This design comes from an exercise in tuning for small area, a short achievable clock period and few clock cycles per item on the open sky130 flow, not from production work. The RTL was checked by simulation tests, not by an equivalence proof against the original design.

<file path="flow/run.sh">
#!/bin/bash
# synth_recipe.tcl (not shown) runs the flow's synth.tcl, then flattens the netlist and writes it again
# the make line also repeats each setting of config.mk as NAME=value (left out here)
make -C /OpenROAD-flow-scripts/flow DESIGN_CONFIG=/design/flow/config.mk WORK_HOME=/design/flow/orfs CLKGATE_MAP_FILE= SYNTH_SCRIPT=/design/flow/synth_recipe.tcl finish
</file>
<file path="flow/config.mk">
export PLATFORM = sky130hd
export DESIGN_NAME = discrete_pid_velocity_form
export DESIGN_NICKNAME = discrete_pid_velocity_form
export VERILOG_FILES = /design/flow/design.v
export SDC_FILE = /design/flow/constraint.sdc
export NUM_CORES = 4
export LEC_CHECK = 0
export ABC_CLOCK_PERIOD_IN_PS = 4000
export CAP_MARGIN = 20
export CORE_MARGIN = 2
export CORE_UTILIZATION = 40
export SLEW_MARGIN = 20
</file>
<file path="flow/constraint.sdc">
create_clock -name core_clock -period 12.0 [get_ports {i_clk}]
set_input_delay 2.4000 -clock core_clock [delete_from_list [all_inputs] [get_ports {i_clk}]]
set_output_delay 2.4000 -clock core_clock [all_outputs]
set_load 0.01 [all_outputs]
</file>
<file path="flow/design.v">
`default_nettype none
package dpvf_pkg;
    localparam int E_W        = 16;
    localparam int G_W        = 16;
    localparam int DT_W       = 16;
    localparam int OUT_W      = 32;
    localparam int CFG_ADDR_W = 2;
    localparam logic [CFG_ADDR_W-1:0] REG_KP = 2'd0;
    localparam logic [CFG_ADDR_W-1:0] REG_KI = 2'd1;
    localparam logic [CFG_ADDR_W-1:0] REG_KD = 2'd2;
    localparam logic CMD_STEP  = 1'b0;
    localparam logic CMD_CLEAR = 1'b1;
    localparam int Q_W        = 34;
    localparam int R_W        = 17;
    localparam int N_DSTG     = 17;
    localparam int PI_STG     = N_DSTG - 4;
endpackage
`default_nettype wire
`default_nettype none
import dpvf_pkg::*;
module dpvf_nr_step (
    input  wire [R_W-1:0]  i_r,
    input  wire            i_b,
    input  wire [15:0]     i_d,
    output logic [R_W-1:0] o_r,
    output logic           o_q
);
    logic [R_W:0]   v, addend;
    logic [R_W+1:0] sum;
    assign v      = {i_r, i_b};
    assign addend = i_r[R_W-1] ? {{(R_W-15){1'b0}}, i_d} : ~{{(R_W-15){1'b0}}, i_d};
    assign sum    = {v, 1'b1} + {addend, !i_r[R_W-1]};
    assign o_r    = sum[R_W:1];
    assign o_q    = !sum[R_W];
endmodule
module discrete_pid_velocity_form (
    input  wire                                 i_clk,
    input  wire                                 i_rst_n,
    input  wire                                 i_cfg_we,
    input  wire [dpvf_pkg::CFG_ADDR_W-1:0]      i_cfg_addr,
    input  wire [dpvf_pkg::G_W-1:0]             i_cfg_wdata,
    input  wire                                 i_s_axis_tvalid,
    output logic                                o_s_axis_tready,
    input  wire [dpvf_pkg::E_W+dpvf_pkg::DT_W-1:0] i_s_axis_tdata,   
    input  wire                                 i_s_axis_tuser,   
    output logic                                o_m_axis_tvalid,
    input  wire                                 i_m_axis_tready,
    output logic [dpvf_pkg::OUT_W-1:0]          o_m_axis_tdata,   
    output logic                                o_m_axis_tuser    
);
    logic [G_W-1:0] r_kp, r_ki, r_kd;
    always_ff @(posedge i_clk) begin
        if (!i_rst_n) begin
            r_kp <= '0;
            r_ki <= '0;
            r_kd <= '0;
        end else if (i_cfg_we) begin
            case (i_cfg_addr)
                REG_KP:  r_kp <= i_cfg_wdata;
                REG_KI:  r_ki <= i_cfg_wdata;
                REG_KD:  r_kd <= i_cfg_wdata;
                default: ;
            endcase
        end
    end
    logic r_sk_v;               
    logic w_adv;
    assign w_adv           = !r_sk_v;
    assign o_s_axis_tready = !r_sk_v;
    logic                  r0_v, r0_cmd;
    logic signed [E_W-1:0] r0_e;
    logic [DT_W-1:0]       r0_dt;
    always_ff @(posedge i_clk) begin
        if (!i_rst_n) begin
            r0_v <= 1'b0;
        end else if (w_adv) begin
            r0_v <= i_s_axis_tvalid;
        end
    end
    always_ff @(posedge i_clk) begin
        if (w_adv) begin
            r0_cmd <= i_s_axis_tuser;
            r0_e   <= i_s_axis_tdata[E_W-1:0];
            r0_dt  <= i_s_axis_tdata[E_W+DT_W-1:E_W];
        end
    end
    logic signed [E_W-1:0] r_e1;
    logic signed [17:0]    r_h, r_nh;
    logic signed [17:0]    w1_de, w1_nde;
    assign w1_de  = 18'(r0_e) + r_h;
    assign w1_nde = r_nh - 18'(r0_e);
    always_ff @(posedge i_clk) begin
        if (!i_rst_n) begin
            r_e1 <= '0;
            r_h  <= '0;
            r_nh <= '0;
        end else if (w_adv && r0_v) begin
            if (r0_cmd == CMD_CLEAR) begin
                r_e1 <= '0;
                r_h  <= '0;
                r_nh <= '0;
            end else begin
                r_e1 <= r0_e;
                r_h  <= 18'(r_e1) - (18'(r0_e) <<< 1);
                r_nh <= (18'(r0_e) <<< 1) - 18'(r_e1);
            end
        end
    end
    logic                  r1_v, r1_cmd, r1_sg;
    logic signed [E_W-1:0] r1_e;
    logic [16:0]           r1_ade;
    logic [DT_W-1:0]       r1_dt;
    always_ff @(posedge i_clk) begin
        if (!i_rst_n) begin
            r1_v <= 1'b0;
        end else if (w_adv) begin
            r1_v <= r0_v;
        end
    end
    always_ff @(posedge i_clk) begin
        if (w_adv) begin
            r1_cmd <= r0_cmd;
            r1_e   <= r0_e;
            r1_sg  <= w1_de[17];
            r1_ade <= w1_de[17] ? w1_nde[16:0] : w1_de[16:0];
            r1_dt  <= {r0_dt[DT_W-1:1], r0_dt[0] | (r0_dt == '0)};
        end
    end
    logic                  r2_v, r2_cmd, r2_sg;
    logic signed [E_W-1:0] r2_e;
    logic [24:0]           r2_mlo;      
    logic [23:0]           r2_mhi;      
    logic [DT_W-1:0]       r2_dt;
    always_ff @(posedge i_clk) begin
        if (!i_rst_n) begin
            r2_v <= 1'b0;
        end else if (w_adv) begin
            r2_v <= r1_v;
        end
    end
    always_ff @(posedge i_clk) begin
        if (w_adv) begin
            r2_cmd <= r1_cmd;
            r2_e   <= r1_e;
            r2_sg  <= r1_sg;
            r2_mlo <= r_kd * r1_ade[8:0];
            r2_mhi <= r_kd * r1_ade[16:9];
            r2_dt  <= r1_dt;
        end
    end
    logic                  dv_v   [N_DSTG];
    logic                  dv_cmd [N_DSTG];
    logic                  dv_sg  [N_DSTG];
    logic                  dv_ovf [N_DSTG];
    logic [R_W-1:0]        dv_r   [N_DSTG];
    logic [Q_W-1:0]        dv_nq  [N_DSTG];
    logic [DT_W-1:0]       dv_dt  [N_DSTG];
    logic signed [E_W-1:0] dv_e   [N_DSTG];
    logic [32:0] w_m;
    assign w_m = 33'(r2_mlo) + {r2_mhi, 9'b0};
    genvar gs, gd;
    generate
        for (gs = 0; gs < N_DSTG; gs++) begin : g_dstg
            localparam int NS = (gs == 0) ? 1 : 2;
            logic [R_W-1:0]  c_r  [NS+1];
            logic [Q_W-1:0]  c_nq [NS+1];
            logic [DT_W-1:0] c_dt;
            logic            c_v, c_cmd, c_sg, c_ovf;
            logic signed [E_W-1:0] c_e;
            if (gs == 0) begin : g_in0
                assign c_r[0]  = {2'b0, w_m[32:18]};
                assign c_nq[0] = {w_m[17:0], 16'b0};
                assign c_dt    = r2_dt;
                assign c_v     = r2_v;
                assign c_cmd   = r2_cmd;
                assign c_sg    = r2_sg;
                assign c_ovf   = ({1'b0, w_m[32:18]} >= r2_dt);
                assign c_e     = r2_e;
            end else begin : g_inN
                assign c_r[0]  = dv_r[gs-1];
                assign c_nq[0] = dv_nq[gs-1];
                assign c_dt    = dv_dt[gs-1];
                assign c_v     = dv_v[gs-1];
                assign c_cmd   = dv_cmd[gs-1];
                assign c_sg    = dv_sg[gs-1];
                assign c_ovf   = dv_ovf[gs-1];
                assign c_e     = dv_e[gs-1];
            end
            for (gd = 0; gd < NS; gd++) begin : g_step
                logic q;
                dpvf_nr_step u_step (
                    .i_r (c_r[gd]),
                    .i_b (c_nq[gd][Q_W-1]),
                    .i_d (c_dt),
                    .o_r (c_r[gd+1]),
                    .o_q (q)
                );
                assign c_nq[gd+1] = {c_nq[gd][Q_W-2:0], q};
            end
            always_ff @(posedge i_clk) begin
                if (!i_rst_n) begin
                    dv_v[gs] <= 1'b0;
                end else if (w_adv) begin
                    dv_v[gs] <= c_v;
                end
            end
            always_ff @(posedge i_clk) begin
                if (w_adv) begin
                    dv_cmd[gs] <= c_cmd;
                    dv_sg[gs]  <= c_sg;
                    dv_ovf[gs] <= c_ovf;
                    dv_r[gs]   <= c_r[NS];
                    dv_nq[gs]  <= c_nq[NS];
                    dv_dt[gs]  <= c_dt;
                    dv_e[gs]   <= c_e;
                end
            end
        end
    endgenerate
    localparam int PB = PI_STG - 1;
    logic signed [E_W-1:0] r_le1;
    logic signed [16:0]    l1_d1, l1_sm;
    logic [23:0]           l1_kdlo, l1_kdhi;
    logic [24:0]           l2_plo;
    logic signed [23:0]    l2_phi;
    logic [31:0]           l2_kdt;
    logic signed [16:0]    l2_sm;
    logic signed [38:0]    l3_xa, l3_xb, l3_xc;
    logic signed [33:0]    l3_p;
    logic                  l3_xneg;
    logic signed [33:0]    l4_pi;
    logic signed [51:0]    w_pisum;
    always_ff @(posedge i_clk) begin
        if (!i_rst_n) begin
            r_le1 <= '0;
        end else if (w_adv && dv_v[PB]) begin
            r_le1 <= (dv_cmd[PB] == CMD_CLEAR) ? '0 : dv_e[PB];
        end
    end
    assign w_pisum = (52'(l3_p) <<< 17) + 52'(l3_xa) + (52'(l3_xb) <<< 6) + (52'(l3_xc) <<< 12)
                   + (l3_xneg ? 52'(17'h1ffff) : 52'(0));
    always_ff @(posedge i_clk) begin
        if (w_adv) begin
            l1_d1   <= 17'(dv_e[PB]) - 17'(r_le1);
            l1_sm   <= 17'(dv_e[PB]) + 17'(r_le1);
            l1_kdlo <= r_ki * dv_dt[PB][7:0];
            l1_kdhi <= r_ki * dv_dt[PB][15:8];
            l2_plo  <= r_kp * l1_d1[8:0];
            l2_phi  <= $signed({1'b0, r_kp}) * $signed(l1_d1[16:9]);
            l2_kdt  <= 32'(l1_kdlo) + {l1_kdhi, 8'b0};
            l2_sm   <= l1_sm;
            l3_xa   <= $signed({1'b0, l2_kdt}) * $signed({1'b0, l2_sm[5:0]});
            l3_xb   <= $signed({1'b0, l2_kdt}) * $signed({1'b0, l2_sm[11:6]});
            l3_xc   <= $signed({1'b0, l2_kdt}) * $signed(l2_sm[16:12]);
            l3_p    <= 34'(l2_plo) + (34'(l2_phi) <<< 9);
            l3_xneg <= l2_sm[16];
            l4_pi   <= w_pisum[50:17];
        end
    end
    localparam int L = N_DSTG - 1;
    logic [R_W-1:0]     w_rl;
    logic               w_q0, w_cin;
    logic [35:0]        w_opnd;
    logic signed [35:0] w_w0, w_w1;
    logic               rf_v, rf_cmd, rf_sg, rf_ovf;
    logic signed [35:0] rf_w;
    dpvf_nr_step u_last (
        .i_r (dv_r[L]),
        .i_b (dv_nq[L][Q_W-1]),
        .i_d (dv_dt[L]),
        .o_r (w_rl),
        .o_q (w_q0)
    );
    assign w_opnd = dv_sg[L] ? ~{2'b0, dv_nq[L][Q_W-2:0], 1'b0} : {2'b0, dv_nq[L][Q_W-2:0], 1'b0};
    assign w_cin  = dv_sg[L] ^ w_q0;
    assign w_w0   = 36'(l4_pi) + w_opnd;
    assign w_w1   = 36'(l4_pi) + w_opnd + 36'd1;
    always_ff @(posedge i_clk) begin
        if (!i_rst_n) begin
            rf_v <= 1'b0;
        end else if (w_adv) begin
            rf_v <= dv_v[L];
        end
    end
    always_ff @(posedge i_clk) begin
        if (w_adv) begin
            rf_cmd <= dv_cmd[L];
            rf_sg  <= dv_sg[L];
            rf_ovf <= dv_ovf[L];
            rf_w   <= w_cin ? w_w1 : w_w0;
        end
    end
    logic signed [31:0] r_u1;
    logic signed [36:0] w_s;
    logic               w_hi, w_lo;
    logic [31:0]        w_res;
    logic               w_sat;
    assign w_s  = 37'(r_u1) + 37'(rf_w);
    assign w_hi = !w_s[36] && (w_s[35:31] != 5'b0);
    assign w_lo =  w_s[36] && (w_s[35:31] != 5'b11111);
    always_comb begin
        if (rf_cmd == CMD_CLEAR) begin
            w_res = '0;
            w_sat = 1'b0;
        end else if (rf_ovf) begin
            w_res = rf_sg ? 32'h8000_0000 : 32'h7fff_ffff;
            w_sat = 1'b1;
        end else if (w_hi) begin
            w_res = 32'h7fff_ffff;
            w_sat = 1'b1;
        end else if (w_lo) begin
            w_res = 32'h8000_0000;
            w_sat = 1'b1;
        end else begin
            w_res = w_s[31:0];
            w_sat = 1'b0;
        end
    end
    logic w_new;
    assign w_new = rf_v && w_adv;
    always_ff @(posedge i_clk) begin
        if (!i_rst_n) begin
            r_u1 <= '0;
        end else if (w_new) begin
            r_u1 <= w_res;
        end
    end
    logic        r_or_v, r_or_sat, r_sk_sat;
    logic [31:0] r_or_d, r_sk_d;
    logic        w_or_free;
    assign w_or_free = !r_or_v || i_m_axis_tready;
    always_ff @(posedge i_clk) begin
        if (!i_rst_n) begin
            r_or_v <= 1'b0;
            r_sk_v <= 1'b0;
        end else begin
            if (r_sk_v) begin
                if (w_or_free) begin
                    r_sk_v <= 1'b0;
                end
            end else if (w_new) begin
                r_or_v <= 1'b1;
                if (!w_or_free) begin
                    r_sk_v <= 1'b1;
                end
            end else if (w_or_free) begin
                r_or_v <= 1'b0;
            end
        end
    end
    always_ff @(posedge i_clk) begin
        if (w_or_free) begin
            r_or_d   <= r_sk_v ? r_sk_d   : w_res;
            r_or_sat <= r_sk_v ? r_sk_sat : w_sat;
        end
        if (!r_sk_v) begin
            r_sk_d   <= w_res;
            r_sk_sat <= w_sat;
        end
    end
    assign o_m_axis_tvalid = r_or_v;
    assign o_m_axis_tdata  = r_or_d;
    assign o_m_axis_tuser  = r_or_sat;
endmodule
`default_nettype wire
</file>
==> results.txt <==
[state kept, by name, summed over array words and instances (netlist names), 32 cells and up]
name,count
dv_dt,272
r_or_d,32
r_u1,32
l4_pi,34
rf_w,36
l3_p,34
l3_xa,38
l2_kdt,32
dv_r,289
l3_xb,38
l3_xc,38
dv_nq,370
r_sk_d,32
dv_e,208
[kinds of logic after synthesis]
group | Yosys count | synth area share (%)
DFF | 1993 | 39.2
AOI/OAI and AO/OA | 2359 | 10.6
xor gates and xnor gates | 1539 | 9.19
and+or+nand+nor | 3532 | 12.3
adders and majority gates | 2244 | 23.8
muxes | 31 | 0.211
buffers and inverters | 1826 | 4.69
[routing by layer]
layer  vias to the layer above  track usage, %
li1                      46600               -
met1                     45600            23.6
met2                      1393            27.7
met3                       359            1.97
met4                         0            3.76
met5                         -               0
[worst max path at each step]
stage / startpoint / endpoint / slack [ns] / cells past startpoint
floorplan: r_sk_v$_SDFF_PN0_ / r_h[11]$_SDFFE_PN0P_ / -15.46 / 7
global placement: l2_kdt[5]$_DFFE_PN_ / l3_xb[37]$_DFFE_PN_ / 5.60 / 19
detailed placement: l2_kdt[5]$_DFFE_PN_ / l3_xb[37]$_DFFE_PN_ / 5.54 / 19
CTS: l2_kdt[5]$_DFFE_PN_ / l3_xb[37]$_DFFE_PN_ / 5.50 / 19
global route: dv_dt[4][0]$_DFFE_PN_ / dv_nq[5][0]$_DFFE_PN_ / 5.09 / 22
finish: dv_dt[4][0]$_DFFE_PN_ / dv_nq[5][0]$_DFFE_PN_ / 5.48 / 22
[worst reg2reg max path, delay by kind of cell, from the launching register on]
family,cells,cell delay (ns)
buf+inv,2,0.39
xor+xnor,4,0.87
compound gates,12,3.10
flops,1,0.76
simple gates,2,0.51
fa+ha+maj,2,0.62
[cells in the final DEF (no fill, tap or decap), types with 25 or more instances in the layout]
cell type / instances
and3_1: 98
or3_1: 43
clkinv_2: 41
xor2_1: 355
nor4_1: 29
nor3b_1: 28
nand4_1: 56
xnor2_1: 1170
a221o_1: 76
o41ai_1: 25
or2_2: 37
nand2_1: 960
o21bai_1: 108
dfxtp_1: 201
nor3_1: 204
and2_1: 884
o211ai_1: 44
nor2b_1: 217
a21boi_0: 91
a211oi_1: 76
clkbuf_1: 37
nand3_1: 149
a31oi_1: 87
buf_4: 95
nor2_1: 587
a22oi_1: 27
a21o_1: 292
o21a_1: 131
clkdlybuf4s50_1: 89
ha_1: 1300
fa_1: 944
o31ai_1: 27
edfxtp_1: 1791
a21oi_1: 685
nand2b_1: 144
mux2i_1: 30
clkbuf_16: 227
o21ai_0: 388
inv_1: 1447
[stage by stage]
stage	instance area, um^2	hold WS [ns]	util, %	setup WS [ns]
4_1_cts	161000	0.380	44.0	5.50
3_5_place_dp	154000	0.405	42.0	5.54
5_1_grt	161000	0.396	44.0	5.09
2_1_floorplan	147000	0.400	-	-15.46
3_3_place_gp	154000	0.400	42.0	5.60
6_report	161000	0.390	44.0	5.48
[final cells by class]
type | count | area [um^2] | share of cell area (%)
timing repair buffer | 189 | 1690 | 1.05
inverter | 1450 | 5450 | 3.38
multi-input combinational | 9705 | 82800 | 51.4
clock buffer | 268 | 5870 | 3.65
sequential | 1993 | 57800 | 35.9
tap | 4816 | 6030 | 3.74
antenna | 2 | 5.00 | 0.00311
clock inverter | 143 | 1460 | 0.905
==> results.toml <==
[run_status]
status = "no timing/DRC/antenna violations"

[routing]
routed_wl_mm = 316
drt_first_iter_violations = 5351
wire_per_inst_um = 17.0
routed.top_layer = "met4"
final_antenna_net_count = 0
wl_met3_mm = 12.6
met2_length_mm = 146
drc = 0
first_pass_iters = 6
vias = 93900
vias_per_cell = 5.06
drt-met1-wl_mm = 150

[sta]
fmax_mhz = 153
finalSetupTns_ns = 0
hold_viol = 0
setup_viol = 0
rsz0062_at_grt = "false"
drv_slew = 0
finalCritPeriodShare_pct = 54.3
slew_headroom_pct = 24.8
worst_slew_pin_slew_ns = 1.12
clock_skew_ns = 0.128
period_needed_ns = 6.52

[global_route]
antenna_found_initial = 13
overflow = 0
first_global_vias = 92800
grt_pass1_wl_mm = 508
grt_max_degree = 184
gr-usage-all-layers_pct = 16.8

[setup_path]
r2r_start = "dv_dt[4][0]$_DFFE_PN_"
reg2reg_slack_ns = 5.48
crit_path_max_fanout = 18
path_buf_inv = 2
critPathTopFamily = "compound AO/OA/AOI/OAI gates"
end_kind = "flop"
worstSetupPathType = "reg2reg"
start_kind = "flop"
required_ns = 12.69
slowest_stage = "edfxtp_1"
cpPeakStageDelay_ns = 0.76
r2r_cells = 22
cp_common_cell = "a31oi_1"
crit_chain = "xnor2_1 -> ha_1 -> nor2b_1 -> o21ai_1 -> a31oi_1 -> o211a_1 -> or2_2 -> a31oi_1 -> xnor2_2 -> buf_4 -> xnor2_1 -> ha_1 -> inv_1 -> a2111oi_0 -> a31oi_1 -> o311ai_1 -> o41a_1 -> a221o_1 -> o22a_1 -> a221o_1 -> a21oi_1 -> xor2_1"
worstPathArrival_ns = 7.21
timing.rr.end = "dv_nq[5][0]$_DFFE_PN_"

[min_path]
hold_path_end = "dv_nq[3][25]$_DFFE_PN_"
min-delay-start = "dv_nq[2][23]$_DFFE_PN_"
min_path_type = "reg2reg"
min_path_cells = 0

[cts]
cts_resized = 0
insertion_delay_ns = 0.94
cts_setup_buffers = 0
clk_pin_slew_worst_paths_ns = 0.06
cts_root_buf = "clkbuf_16"
cts_hold_buf = 0
clock_path_buffers = 4
htree_levels = 4
numCtsBuffers = 222
clock-sinks = 1993
cts_tree = "done"

[synthesis]
yosysTopAreaCellShare_pct = 36.5
synth.most_common_cell = "edfxtp_1"
ys.flop_type = "edfxtp_1"
syn-cell-area_um2 = 147000
synth-seq-cells = 1993
ys_warn_count = 85
synthArstFlopShare_pct = 0
yosysSeqAreaShare_pct = 39.2
synth.area.top_cells = "edfxtp_1, fa_1, ha_1, xnor2_1, and2_1"
avgSynthCellArea_um2 = 10.9
post-synth-top-area-cell = "edfxtp_1"
synth_common_cells = "edfxtp_1, inv_1, ha_1"
synth_edf_count = 1791
synth_cells = 13500
ys_types = 104
syn_nets = 15800

[placed_design]
io_buffers = 90
gp_congestion = 0.859
dp_hpwl_mm = 243
dp.cells = 18200

[final_layout]
fin_cells = 18600
drive_above_1_share_pct = 4.18
fill_cells = 34300
syn_to_final_growth_pct = 9.27
nets = 15900

[floorplan]
core_um2 = 366000
die_w_um = 611
die_area_um2 = 373000
ios = 91
fp.dieH_um = 611
initial_core_util_pct = 40.2
fp-row-count = 222

[flow_run]
maxCapViolations = 0
Testbench counts, summed over its fixed seeds: cycles 1,376, items 1,200.

==> static timing again, ports no longer ideal <==
The results above use ideal ports. As a check the final layout listed here was re-extracted and re-timed, cells and wires unchanged.
Step 1 assumes that a clkbuf_16 drives the clock port and a buf_2 every other input.
Step 2 moves the port delays by t, midway between the first and last clock arrival at a register: inputs arrive t later, outputs are due t later. That takes back most of the time a late clock gives input paths.
a / b / c = ideal / step 1 / step 2; a / b = the first two.
shift t [ns]: 0.981
setup slack, ns: 5.479 / 5.479 / 5.479
worst data-port slew with drivers (ns): 0.07
After both steps setup and hold are still met in this run. The setup slack of this run moves by 0.000 ns with the drivers and by 0.000 ns with both steps.
